Source: an optimization exercise on an open RTL-to-GDS flow (aim: a short achievable clock period and few clock cycles). Production flows keep margins and buffers that such runs may drop. Only simulation tests tie the RTL to the original design; equivalence was not proved. Power figures rest on the tool's default switching activity, not on a simulated workload.

birch:
==> flow/design.v (excerpt) <==
module mipsPipeline (
    input  logic        clk,
    input  logic        rst_n,
    output logic [29:0] icacheAddr,
    input  logic [31:0] icacheRdata,
    input  logic        icacheStall,
    output logic        dcacheRen,
    output logic        dcacheWen,
    output logic [29:0] dcacheAddr,
    output logic [31:0] dcacheWdata,
    input  logic [31:0] dcacheRdata,
    input  logic        dcacheStall
);
Size: ~7700 cells after synthesis, roughly 160 I/O pins, about 97000 um^2 of cells after synthesis.
Settings: LEC_CHECK=0, CAP_MARGIN=20, CORE_MARGIN=10, CORE_UTILIZATION=50, PLACE_DENSITY=0.65, SETUP_SLACK_MARGIN=5, SLEW_MARGIN=20, SYNTH_HIERARCHICAL=1, SYNTH_MINIMUM_KEEP_SIZE=0; clock period 8.0 ns.
standard.sh (not shown) runs the stock make flow with config.mk's settings and CLKGATE_MAP_FILE= SYNTH_SCRIPT=/design/flow/synth_recipe.tcl, a recipe that flattens the netlist after the stock synthesis.
==> flow/flow/run.sh <==
#!/bin/bash
cp standard.sh standard_sh.txt
cp config.mk config_orig.txt
echo 'export ADDER_MAP_FILE =' >> config.mk
bash standard.sh MATCH_CELL_FOOTPRINT=0 "BUFFER_PORTS_ARGS=-buffer_cell sky130_fd_sc_hd__buf_4" finish > standard.log 2>&1
No stage failed in birch, and the final checks on the layout all came back clean.
Testbench counts of birch, summed over its fixed seeds: cycles 155,364.
Edits applied to the flow inputs when going from birch to maple:
==> flow/flow/run.sh <==
#!/bin/bash
cp standard.sh standard_sh.txt
cp config.mk config_orig.txt
echo 'export ADDER_MAP_FILE =' >> config.mk
bash standard.sh > standard.log 2>&1
Notes after the runs:
- Diff birch -> maple: multi-input combinational area share dropped 0.23 points, clock distribution area overhead in the final layout essentially unchanged.
- Looking at worst-path cell with the longest stage delay, the sky130_fd_sc_hd__nor3_2 result is from maple; the sky130_fd_sc_hd__edfxtp_1 one comes from birch.
- Against birch, maple reports a power after layout that is higher.
- Summary of maple over birch: routed wire length now larger; first-pass GRT wire length now larger; register fraction of the total cell area moved down; violation count after the first detailed-route iteration saw little to no change.

---

Another version of the RTL of mipsPipeline (not shown whole).
Size in the first run: ~7700 cells after synthesis, about 160 I/O pins, roughly 96000 µm² of cells after synthesis.
export LEC_CHECK = 0
export CAP_MARGIN = 20
export CORE_MARGIN = 10
export CORE_UTILIZATION = 40
export PLACE_DENSITY = 0.55
export SETUP_SLACK_MARGIN = 5
export SLEW_MARGIN = 20
export SYNTH_HIERARCHICAL = 1
export SYNTH_MINIMUM_KEEP_SIZE = 0
create_clock -name core_clock -period 8.0 [get_ports {clk}]
==> flow/flow/run.sh <==
#!/bin/bash
cp standard.sh standard_sh.txt
cp config.mk config_orig.txt
echo 'export ADDER_MAP_FILE =' >> config.mk
bash standard.sh > standard.log 2>&1
Testbench counts at the start, summed over its fixed seeds: cycles 155,364.
Next try:
Settings changed: CORE_UTILIZATION 40 to 50, PLACE_DENSITY 0.55 to 0.65.
Design area is lower by about 1.6%.
Worst hold slack gets better by 5.7 ps.
Via count went up by about 0.32%.
Synthesized cell count does not change.
Synthesized area is unchanged.
Clock power decreases by about 4%.
Routed wire length came out lower by about 8%.
Sequential share of layout area increases by 0.51 points.
Fmax climbs by about 0.6%.
Next try:
Settings changed: CORE_UTILIZATION 50 to 30, PLACE_DENSITY 0.65 to 0.4.
Synthesized cell count is unchanged.
Clock power goes up by 11%.
Global-route usage falls by 8.8 points.
Via count came out lower by 1.6%.

---

== onyx ==
The RTL this note starts from:
==> flow/design.v <==
package mipsPkg;
    typedef logic [31:0] wordT;
    typedef logic [29:0] wordAddrT;
    typedef logic [4:0]  regIdxT;
    typedef logic [15:0] immT;
    localparam wordT ResetPc = 32'h0000_0000;
    localparam int   NumRegs = 32;
    typedef enum logic [5:0] {
        opRtype = 6'h00,
        opJ     = 6'h02,
        opBeq   = 6'h04,
        opAddi  = 6'h08,
        opLw    = 6'h23,
        opSw    = 6'h2b
    } opcodeT;
    typedef enum logic [5:0] {
        fnAdd = 6'h20,
        fnSub = 6'h22,
        fnAnd = 6'h24,
        fnOr  = 6'h25,
        fnSlt = 6'h2a
    } functT;
    typedef enum logic [2:0] {
        aluAdd = 3'd0,
        aluSub = 3'd1,
        aluAnd = 3'd2,
        aluOr  = 3'd3,
        aluSlt = 3'd4
    } aluCtrlT;
    typedef enum logic [1:0] {
        fwdNone = 2'd0,
        fwdMem  = 2'd1,
        fwdWb   = 2'd2
    } fwdSelT;
    typedef struct packed {
        logic    regWrite;
        logic    memRead;
        logic    memWrite;
        logic    branch;
        logic    aluSrcImm;
        aluCtrlT aluCtrl;
    } ctrlT;
    typedef struct packed {
        wordT instr;
        wordT pcPlus4;
    } ifIdRegT;
    typedef struct packed {
        ctrlT   ctrl;
        regIdxT rs;
        regIdxT rt;
        regIdxT wsel;
        wordT   opA;
        wordT   opB;
        wordT   imm;
        wordT   branchTarget;
    } idExRegT;
    typedef struct packed {
        logic   regWrite;
        logic   memRead;
        logic   memWrite;
        logic   branch;
        logic   zero;
        wordT   aluOut;
        wordT   storeData;
        regIdxT wsel;
        wordT   branchTarget;
    } exMemRegT;
    typedef struct packed {
        logic   regWrite;
        logic   memRead;
        wordT   aluOut;
        wordT   loadData;
        regIdxT wsel;
    } memWbRegT;
endpackage
`timescale 1ns/1ns
module registerFile (
    input  logic        clk,
    input  logic        rst_n,
    input  logic        writeEn,
    input  logic [4:0]  writeIdx,
    input  logic [31:0] writeData,
    input  logic [4:0]  readIdxA,
    input  logic [4:0]  readIdxB,
    output logic [31:0] readA,
    output logic [31:0] readB
);
    logic [31:0] regs [1:31];
    always_ff @(posedge clk or negedge rst_n) begin
        if (!rst_n) begin
            for (int i = 1; i < 32; i++) begin
                regs[i] <= '0;
            end
        end else if (writeEn && writeIdx != '0) begin
            regs[writeIdx] <= writeData;
        end
    end
    assign readA = (readIdxA == '0) ? '0 : regs[readIdxA];
    assign readB = (readIdxB == '0) ? '0 : regs[readIdxB];
endmodule
`timescale 1ns/1ns
module mipsPipeline (
    input  logic        clk,
    input  logic        rst_n,
    output logic [29:0] icacheAddr,
    input  logic [31:0] icacheRdata,
    input  logic        icacheStall,
    output logic        dcacheRen,
    output logic        dcacheWen,
    output logic [29:0] dcacheAddr,
    output logic [31:0] dcacheWdata,
    input  logic [31:0] dcacheRdata,
    input  logic        dcacheStall
);
    localparam logic [5:0] OpR = 6'h00, OpJ = 6'h02, OpBeq = 6'h04, OpAddi = 6'h08,
                           OpLw = 6'h23, OpSw = 6'h2b;
    localparam logic [5:0] FnAdd = 6'h20, FnSub = 6'h22, FnAnd = 6'h24, FnOr = 6'h25,
                           FnSlt = 6'h2a;
    logic freeze;
    assign freeze = icacheStall || dcacheStall;
    logic [29:0] pc;             
    logic        dValid;
    logic [31:0] dIns;
    logic [29:0] dPc1;
    logic        eRegWrite, eRead, eWrite, eBeq;
    logic        eAdd, eSub, eAnd, eOr, eSlt;
    logic [4:0]  eWsel;
    logic [31:0] eA, eB, eS;
    logic        eAM, eAW, eBM, eBW, eSM, eSW;    
    logic [29:0] eBt;
    logic        mRegWrite, mRead, mWrite;
    logic [4:0]  mWsel;
    logic [31:0] mAlu, mSd;
    logic [31:0] wData;           
    logic [31:0] wbData;          
    logic        stallD;
    logic        takenE;
    logic [29:0] pc1;
    logic        fJ, fBs;
    logic [29:0] fJt, fBt;
    assign icacheAddr = pc;
    assign pc1 = pc + 30'd1;
    assign fJ  = (icacheRdata[31:26] == OpJ);
    assign fBs = (icacheRdata[31:26] == OpBeq) && (icacheRdata[25:21] == icacheRdata[20:16]);
    assign fJt = {pc1[29:26], icacheRdata[25:0]};
    assign fBt = pc1 + {{14{icacheRdata[15]}}, icacheRdata[15:0]};
    always_ff @(posedge clk or negedge rst_n) begin
        if (!rst_n) begin
            pc <= '0;
        end else if (!freeze) begin
            if (takenE)      pc <= eBt;
            else if (fJ)     pc <= fJt;
            else if (fBs)    pc <= fBt;
            else if (!stallD) pc <= pc1;
        end
    end
    always_ff @(posedge clk or negedge rst_n) begin
        if (!rst_n) begin
            dValid <= 1'b0;
        end else if (!freeze) begin
            if (takenE)           dValid <= 1'b0;
            else if (!stallD)     dValid <= !(fJ || fBs);
        end
    end
    always_ff @(posedge clk) begin
        if (!freeze && !stallD) begin
            dIns <= icacheRdata;
            dPc1 <= pc1;
        end
    end
    logic [5:0]  op, fn;
    logic [4:0]  rs, rt, rd, wsel;
    logic [31:0] immExt;
    logic        isR, isAddi, isLw, isSw, isBeq;
    logic        regWrite, usesRs, usesRt;
    logic [31:0] regA, regB;
    assign op = dIns[31:26];
    assign fn = dIns[5:0];
    assign rs = dIns[25:21];
    assign rt = dIns[20:16];
    assign rd = dIns[15:11];
    assign immExt = {{16{dIns[15]}}, dIns[15:0]};
    assign isR    = dValid && (op == OpR) &&
                    (fn == FnAdd || fn == FnSub || fn == FnAnd || fn == FnOr || fn == FnSlt);
    assign isAddi = dValid && (op == OpAddi);
    assign isLw   = dValid && (op == OpLw);
    assign isSw   = dValid && (op == OpSw);
    assign isBeq  = dValid && (op == OpBeq);
    assign wsel     = (op == OpR) ? rd : rt;
    assign regWrite = (isR || isAddi || isLw) && (wsel != 5'd0);
    assign usesRs   = isR || isAddi || isLw || isSw || isBeq;
    assign usesRt   = isR || isSw || isBeq;
    assign stallD = eRead && eRegWrite &&
                    ((usesRs && eWsel == rs) || (usesRt && eWsel == rt));
    registerFile registerFile_i (
        .clk       (clk),
        .rst_n     (rst_n),
        .writeEn   (mRegWrite && !freeze),
        .writeIdx  (mWsel),
        .writeData (wbData),
        .readIdxA  (rs),
        .readIdxB  (rt),
        .readA     (regA),
        .readB     (regB)
    );
    logic matchEA, matchEB, matchMA, matchMB;
    assign matchEA = eRegWrite && (eWsel == rs);
    assign matchEB = eRegWrite && (eWsel == rt);
    assign matchMA = mRegWrite && (mWsel == rs);
    assign matchMB = mRegWrite && (mWsel == rt);
    always_ff @(posedge clk or negedge rst_n) begin
        if (!rst_n) begin
            eRegWrite <= 1'b0;
            eRead     <= 1'b0;
            eWrite    <= 1'b0;
            eBeq      <= 1'b0;
        end else if (!freeze) begin
            if (takenE || stallD) begin
                eRegWrite <= 1'b0;
                eRead     <= 1'b0;
                eWrite    <= 1'b0;
                eBeq      <= 1'b0;
            end else begin
                eRegWrite <= regWrite;
                eRead     <= isLw;
                eWrite    <= isSw;
                eBeq      <= isBeq;
            end
        end
    end
    always_ff @(posedge clk) begin
        if (!freeze) begin
            eAdd  <= !isR || fn == FnAdd;
            eSub  <= isR && fn == FnSub;
            eAnd  <= isR && fn == FnAnd;
            eOr   <= isR && fn == FnOr;
            eSlt  <= isR && fn == FnSlt;
            eWsel <= wsel;
            eA    <= regA;
            eB    <= (isAddi || isLw || isSw) ? immExt : regB;
            eS    <= regB;
            eAM   <= matchEA;
            eAW   <= !matchEA && matchMA;
            eBM   <= !(isAddi || isLw || isSw) && matchEB;
            eBW   <= !(isAddi || isLw || isSw) && !matchEB && matchMB;
            eSM   <= matchEB;
            eSW   <= !matchEB && matchMB;
            eBt   <= dPc1 + immExt[29:0];
        end
    end
    logic [31:0] opA, opB, opS, sum, diff, aluOut;
    logic        lt;
    assign opA = eAM ? mAlu : (eAW ? wData : eA);
    assign opB = eBM ? mAlu : (eBW ? wData : eB);
    assign opS = eSM ? mAlu : (eSW ? wData : eS);
    assign sum  = opA + opB;
    assign diff = opA - opB;
    assign lt   = (opA[31] != opB[31]) ? opA[31] : diff[31];
    always_comb begin
        aluOut = '0;
        if (eAdd) aluOut = aluOut | sum;
        if (eSub) aluOut = aluOut | diff;
        if (eAnd) aluOut = aluOut | (opA & opB);
        if (eOr)  aluOut = aluOut | (opA | opB);
        if (eSlt) aluOut = aluOut | {31'd0, lt};
    end
    assign takenE = eBeq && (opA == opB);
    always_ff @(posedge clk or negedge rst_n) begin
        if (!rst_n) begin
            mRegWrite <= 1'b0;
            mRead     <= 1'b0;
            mWrite    <= 1'b0;
        end else if (!freeze) begin
            mRegWrite <= eRegWrite;
            mRead     <= eRead;
            mWrite    <= eWrite;
        end
    end
    always_ff @(posedge clk) begin
        if (!freeze) begin
            mWsel <= eWsel;
            mAlu  <= aluOut;
            mSd   <= opS;
        end
    end
    assign dcacheRen   = mRead;
    assign dcacheWen   = mWrite;
    assign dcacheAddr  = mAlu[31:2];
    assign dcacheWdata = mSd;
    assign wbData      = mRead ? dcacheRdata : mAlu;
    always_ff @(posedge clk) begin
        if (!freeze) begin
            wData <= wbData;
        end
    end
endmodule
clock: 8.0 ns
lec_check: 0
cap_margin: 20
core_margin: 10
core_utilization: 30
place_density: 0.4
setup_slack_margin: 5
slew_margin: 20
run.sh (not shown) runs the stock make flow with config.mk's settings and CLKGATE_MAP_FILE= SYNTH_SCRIPT=/design/flow/synth_recipe.tcl, a recipe that flattens the netlist after the stock synthesis.
Stock flow here: none of the scripts above is used.
Per the final summary, onyx finished and its layout is clean on timing, DRC and antenna.
Testbench counts of onyx, summed over its fixed seeds: cycles 159,099.
Setup changes, onyx to indigo
Settings: SETUP_SLACK_MARGIN: 5 -> unset.
Results
The final reports for indigo and onyx show combinational power lower in the former. Measured against indigo, the non-clock buffer instance count of the final layout of onyx comes out at 2.6 times the reference value. In the tables for onyx and indigo, global-route usage reads higher with onyx. The run showing the smaller routed via count divided by cell count is indigo. indigo does better than onyx on routed wire length.

## static timing again, ports no longer ideal
The results above use ideal ports. As a check the final layouts listed here were re-extracted and re-timed, cells and wires unchanged. Step 1 assumes that a clkbuf_16 drives the clock port and a buf_2 every other input. Step 2 adds t to the input delays and takes it off the output delays; t is the mean of the earliest and latest rising clock arrival at the registers after step 1. Input paths then give back, and output paths get back, about the clock's delay inside the block. Slacks: ideal / step 1 / step 2; pairs: ideal / step 1.
run | t, ns | setup slack, ns | latest minus earliest clock arrival (ns)
birch | 0.938 | 5.000 / 4.908 / 4.134 | 0.040 / 0.040
maple | 0.924 | 4.850 / 4.850 / 4.123 | 0.046 / 0.046
the first run of note 2 | 0.933 | 4.933 / 4.886 / 4.117 | 0.069 / 0.069
the second run of note 2 | 0.929 | 4.952 / 4.941 / 4.094 | 0.072 / 0.071
the third run of note 2 | 0.978 | 4.836 / 4.836 / 4.066 | 0.074 / 0.073
onyx | 0.953 | 3.653 / 3.653 / 3.130 | 0.058 / 0.058
indigo | 0.934 | 2.331 / 2.331 / 2.152 | 0.037 / 0.037
After both steps setup and hold are still met in every run listed. For birch, which loses most, drivers alone change the setup slack by -0.092 ns; drivers and shift together by -0.866 ns.
